What follows belongs to an exercise in optimizing a design on an open flow for small area; a production flow would make more cautious choices. Function was checked by simulation only, so behaviour that the tests miss may differ from the original.

v8:
==> flow/design.v <==
package pulse_pkg;
	typedef logic [24-1:0]      period_t;       
	typedef logic [16-1:0]        pulse_time_t;   
	typedef logic [8-1:0]   nut_width_t;
	typedef logic [8-1:0]       pulse_count_t;  
	typedef logic [8-1:0] blank_delay_t;
	typedef enum logic {
		MODE_CW,
		MODE_ECHO
	} seq_mode_t;
	typedef enum logic [1:0] {
		TR_PUMP,
		TR_GAP,
		TR_PI,
		TR_DONE
	} train_state_t;
	typedef enum logic {
		LD_IDLE,
		LD_ACK
	} load_state_t;
endpackage
`timescale 1ns/1ns
module pulse_top (
	input  logic         clk,
	input  logic         reset,
	input  logic         load_req,
	output logic         load_ack,
	input  pulse_pkg::period_t      period,
	input  pulse_pkg::pulse_time_t  pump_width,
	input  pulse_pkg::pulse_time_t  pi_delay,
	input  pulse_pkg::pulse_time_t  pi_width,
	input  pulse_pkg::pulse_time_t  nut_delay,
	input  pulse_pkg::nut_width_t   nut_width,
	input  pulse_pkg::pulse_count_t pi_count,
	input  pulse_pkg::blank_delay_t blank_delay,
	input  pulse_pkg::pulse_time_t  blank_width,
	input  logic         pump_en,
	input  logic         nut_en,
	input  logic         blank_en,
	output logic         sync_on,    
	output logic         pulse_on,   
	output logic         inhib       
);
	logic         req_s1, req_s2, ack, pending;
	logic         capture, swap, pstart;
	logic [23:0]  sh_period;
	logic [15:0]  sh_pump_width, sh_pi_delay, sh_pi_width, sh_nut_delay, sh_blank_width;
	logic [7:0]   sh_nut_width, sh_pi_count, sh_blank_delay;
	logic         sh_pump_en, sh_nut_en, sh_blank_en;
	logic [23:0]  a_period;
	logic [15:0]  a_pw, a_pd, a_wd, a_nd, a_bw;
	logic [7:0]   a_nw, a_n, a_bd;
	logic         a_pen, a_nen, a_ben;
	assign capture  = !ack && req_s2;
	assign swap     = pstart && pending;
	assign load_ack = ack;
	always_ff @(posedge clk) begin
		if (reset) begin
			req_s1 <= 1'b0;
			req_s2 <= 1'b0;
			ack    <= 1'b0;
		end else begin
			req_s1 <= load_req;
			req_s2 <= req_s1;
			ack    <= req_s2;
		end
	end
	always_ff @(posedge clk) begin
		if (capture) begin
			sh_period      <= period;
			sh_pump_width  <= pump_width;
			sh_pi_delay    <= pi_delay;
			sh_pi_width    <= pi_width;
			sh_nut_delay   <= nut_delay;
			sh_nut_width   <= nut_width;
			sh_pi_count    <= pi_count;
			sh_blank_delay <= blank_delay;
			sh_blank_width <= blank_width;
			sh_pump_en     <= pump_en;
			sh_nut_en      <= nut_en;
			sh_blank_en    <= blank_en;
		end
	end
	always_ff @(posedge clk) begin
		if (reset) begin
			pending  <= 1'b0;
			a_period <= 24'(2000);
			a_pw     <= 16'(30);
			a_pd     <= 16'(200);
			a_wd     <= 16'(30);
			a_nd     <= 16'(300);
			a_nw     <= 8'(50);
			a_n      <= 8'(1);
			a_bd     <= 8'(50);
			a_bw     <= 16'(100);
			a_pen    <= 1'b1;
			a_nen    <= 1'b0;
			a_ben    <= 1'b1;
		end else begin
			if (swap) begin
				a_period <= sh_period;
				a_pw     <= sh_pump_width;
				a_pd     <= sh_pi_delay;
				a_wd     <= sh_pi_width;
				a_nd     <= sh_nut_delay;
				a_nw     <= sh_nut_width;
				a_n      <= sh_pi_count;
				a_bd     <= sh_blank_delay;
				a_bw     <= sh_blank_width;
				a_pen    <= sh_pump_en;
				a_nen    <= sh_nut_en;
				a_ben    <= sh_blank_en;
			end
			if (capture) begin
				pending <= 1'b1;
			end else if (pstart) begin
				pending <= 1'b0;
			end
		end
	end
	logic        ph0;    
	logic [23:0] r, rr;
	assign rr     = ph0 ? a_period : r;
	assign pstart = (rr == 24'd0);
	always_ff @(posedge clk) begin
		r   <= rr - 24'd1;
		ph0 <= reset || pstart;
	end
	logic [17:0] step;    
	logic [16:0] q;       
	logic [16:0] s;       
	logic        nwin_e;
	logic        dz, wz, stepz, bdz, bwz;
	logic        wrap;    
	always_comb begin
		logic c;
		step[0] = a_wd[0];
		c = 1'b0;
		for (int i = 1; i < 17; i++) begin
			logic a, b;
			a       = (i < 16) ? a_wd[i] : 1'b0;
			b       = a_pd[i-1];
			step[i] = a ^ b ^ c;
			c       = (a & b) | (a & c) | (b & c);
		end
		step[17] = c;
		c = 1'b0;
		for (int i = 0; i < 16; i++) begin
			logic b;
			b    = (i < 8) ? a_bd[i] : 1'b0;
			q[i] = a_bw[i] ^ b ^ c;
			c    = (a_bw[i] & b) | (a_bw[i] & c) | (b & c);
		end
		q[16] = c;
		c = 1'b0;
		for (int i = 0; i < 16; i++) begin
			logic b;
			b    = (i < 8) ? (a_nw[i] && !nwin_e) : 1'b0;
			s[i] = a_nd[i] ^ b ^ c;
			c    = (a_nd[i] & b) | (a_nd[i] & c) | (b & c);
		end
		s[16] = c;
	end
	assign dz    = (a_pd == 16'd0);
	assign wz    = (a_wd == 16'd0);
	assign stepz = dz && wz;
	assign bdz   = (a_bd == 8'd0);
	assign bwz   = (a_bw == 16'd0);
	always_comb begin
		logic [17:0] sm, cy;
		logic c;
		for (int i = 0; i < 18; i++) begin
			sm[i] = a_period[i] ^ step[i] ^ ~rr[i];
			cy[i] = (a_period[i] & step[i]) | (a_period[i] & ~rr[i]) | (step[i] & ~rr[i]);
		end
		c = sm[0];   
		for (int i = 1; i < 18; i++) begin
			c = (sm[i] & cy[i-1]) | (sm[i] & c) | (cy[i-1] & c);
		end
		wrap = (&a_period[23:18]) && (rr[23:18] == 6'd0) && cy[17] && c;
	end
	logic        pump, gap, pdone, pstall, pin;
	logic [17:0] rp;
	logic [7:0]  pcnt;
	logic        pump_e, gap_e, pdone_e, pstall_e;
	logic [17:0] rp_e, dcnt, rp_nx;
	logic        rz, r1, pe, te, mctx, pact, adv_now, padv_raw, padv, last;
	logic        pump_vis, pi_vis, pvis, weq;
	assign pump_e   = ph0 || pump;
	assign gap_e    = !ph0 && gap;
	assign pdone_e  = !ph0 && pdone;
	assign pstall_e = !ph0 && pstall;
	assign rp_e     = ph0 ? {2'b0, a_pw} : rp;
	assign dcnt     = rp_e - 18'd1;
	assign rz       = (rp_e == 18'd0);
	assign r1       = (rp_e == 18'd1);
	assign pe       = pump_e && rz;                     
	assign te       = (pe && dz) || (gap_e && r1);      
	assign mctx     = te || (!pump_e && !gap_e);
	assign pact     = mctx && !pdone_e && !pstall_e;
	assign adv_now  = te ? wz : r1;
	assign padv_raw = pact && adv_now;
	assign padv     = padv_raw && !ph0;
	assign last     = (pcnt == 8'd1);
	assign pump_vis = pump_e && !rz;
	assign weq    = (dcnt[17:16] == 2'd0) && (dcnt[15:0] == a_wd);
	assign pvis   = pact && !adv_now && (te || pin || weq);
	assign pi_vis = pvis && !ph0;
	assign rp_nx  = padv_raw ? (last ? {1'b0, q} : step) :
	                te ? {2'b0, a_wd} : (pe ? {2'b0, a_pd} : dcnt);
	always_ff @(posedge clk) begin
		rp     <= rp_nx;
		pump   <= pump_e && !rz;
		gap    <= (pe && !dz) || (gap_e && !r1);
		pin    <= padv_raw ? dz : pvis;
		pdone  <= pdone_e || (padv && last);
		pstall <= pstall_e || (padv_raw && ph0) || (padv && !last && (stepz || wrap));
		pcnt   <= ph0 ? a_n : (padv ? pcnt - 8'd1 : pcnt);
	end
	logic        bidle, bstall, bdone;
	logic [17:0] cb, dcb;
	logic        bidle_e, bstall_e, bdone_e;
	logic        bstart, brun, c1, badv, blk_vis, bcmp;
	assign bidle_e  = ph0 || bidle;
	assign bstall_e = !ph0 && bstall;
	assign bdone_e  = !ph0 && bdone;
	assign bstart   = bidle_e && padv_raw;      
	assign brun     = !bidle_e && !bstall_e && !bdone_e;
	assign dcb      = cb - 18'd1;
	assign c1       = (cb == 18'd1);
	assign badv     = brun && c1;
	always_comb begin
		logic le;
		le = 1'b1;
		for (int i = 0; i < 16; i++) begin
			le = (dcb[i] ^ a_bw[i]) ? a_bw[i] : le;
		end
		bcmp = le && (dcb[17:16] == 2'd0);
	end
	assign blk_vis = ((bstart && bdz && !bwz) || (brun && !c1 && bcmp)) && !ph0;
	always_ff @(posedge clk) begin
		cb     <= bstart ? {1'b0, q} : (badv ? step : dcb);
		bidle  <= bidle_e && !bstart;
		bstall <= bstall_e || (badv && (stepz || wrap));
		bdone  <= bdone_e || (pdone_e && r1);
	end
	logic nwin, win, w0s;
	logic eq_s;
	assign nwin_e = nwin && !ph0;
	assign eq_s   = (rr[23:17] == 7'd0) && (rr[16:0] == s);
	assign win    = nwin_e ? !eq_s : (eq_s && (a_nw != 8'd0));
	always_ff @(posedge clk) begin
		nwin <= win;
		if (ph0) begin
			w0s <= win;
		end
	end
	logic cw, pulse_nx, sync_nx, inhib_nx, nut_nx;
	logic s1_pulse, s1_sync, s1_inhib;
	assign cw       = (a_n == 8'd0);
	assign pulse_nx = cw || (a_pen && pump_vis) || pi_vis;
	assign sync_nx  = !cw && !(pdone_e || (padv && last));
	assign inhib_nx = !cw && a_ben && !blk_vis;
	assign nut_nx   = a_nen && (ph0 ? w0s : win);
	always_ff @(posedge clk) begin
		if (reset) begin
			s1_pulse <= 1'b0;
			s1_sync  <= 1'b0;
			s1_inhib <= 1'b0;
			pulse_on <= 1'b0;
			sync_on  <= 1'b0;
			inhib    <= 1'b0;
		end else begin
			s1_pulse <= pulse_nx || nut_nx;
			s1_sync  <= sync_nx;
			s1_inhib <= inhib_nx;
			pulse_on <= s1_pulse;
			sync_on  <= s1_sync;
			inhib    <= s1_inhib;
		end
	end
endmodule
clock: 10.0 ns
lec_check: 0
cap_margin: 20
core_margin: 2
core_utilization: 65
slew_margin: 20
standard.sh (not shown) runs the stock make flow with config.mk's settings and CLKGATE_MAP_FILE= SYNTH_SCRIPT=/design/flow/synth_recipe.tcl, a recipe that flattens the netlist after the stock synthesis.
==> flow/flow/run.sh <==
#!/bin/bash
# The standard ORFS layout with three changes:
#  - synthesis maps logic with an area-oriented ABC script (flow/abc_area.script),
#  - port buffers use the smallest buffer cell,
#  - clock tree with clkbuf_8 clusters and no dummy loads.
set -euo pipefail
here=$(pwd)
export AREA_ABC_SCRIPT="$here/flow/abc_area.script"
export BUFFER_PORTS_ARGS="-buffer_cell sky130_fd_sc_hd__buf_1"
export CTS_ARGS="-sink_clustering_enable -repair_clock_nets -buf_list sky130_fd_sc_hd__clkbuf_8 -sink_clustering_size 20 -sink_clustering_max_diameter 60 -dont_use_dummy_load"
cat flow/abc_override.tcl synth_recipe.tcl > area_synth.tcl
sed "s|SYNTH_SCRIPT=[^ ]*|SYNTH_SCRIPT=$here/area_synth.tcl|" standard.sh > area_standard.sh
bash area_standard.sh finish > orfs_make.log 2>&1
==> flow/flow/abc_area.script <==
strash
dc2
dch -f
amap
topo
==> flow/flow/abc_override.tcl <==
# Technology mapping with an area-oriented ABC script instead of ORFS's delay-oriented one.
# Only the final mapping call changes: registers are mapped before it, as in the standard synthesis.
proc abc {args} {
  set i [lsearch -exact $args -script]
  if { $i >= 0 } {
    lset args [expr { $i + 1 }] $::env(AREA_ABC_SCRIPT)
  }
  yosys abc {*}$args
}
## Diff of input files: v10 against v8
--- a/flow/config.mk
+++ b/flow/config.mk
@@ -8,4 +8,4 @@
 export CAP_MARGIN = 20
 export CORE_MARGIN = 2
-export CORE_UTILIZATION = 65
+export CORE_UTILIZATION = 40
 export SLEW_MARGIN = 20
## What came out
- v10 against v8: non-clock buffer count shrank by 1; total wirelength of the detailed-routed design grew by 3700 µm.
- Between v10 and v8, the cell area after layout is higher for v10.

## re-timing with driven ports
In the flow no input, the clock included, has a driving cell. The finished layouts below were timed again as built, in two steps. Step 1 sets driving cells, clkbuf_16 on the clock port and buf_2 on the other inputs (assumed; they add their load-dependent delay and slew). Step 2 moves the port delays by t, midway between the first and last clock arrival at a register: inputs arrive t later, outputs are due t later. That takes back most of the time a late clock gives input paths. Slacks: no drivers / after step 1 / after step 2; pairs: no drivers / after step 1.
run | shift t [ns] | slack for setup (ns) | hold WS [ns] | clock arrival spread, ns | worst register clock-pin slew, ns
v8 | 0.611 | 1.434 / 1.434 / 1.434 | 0.433 / 0.433 / 0.433 | 0.044 / 0.045 | 0.12 / 0.12
v10 | 0.622 | 1.506 / 1.506 / 1.506 | 0.441 / 0.441 / 0.441 | 0.078 / 0.078 | 0.11 / 0.11
After both steps setup and hold are still met in every run listed.
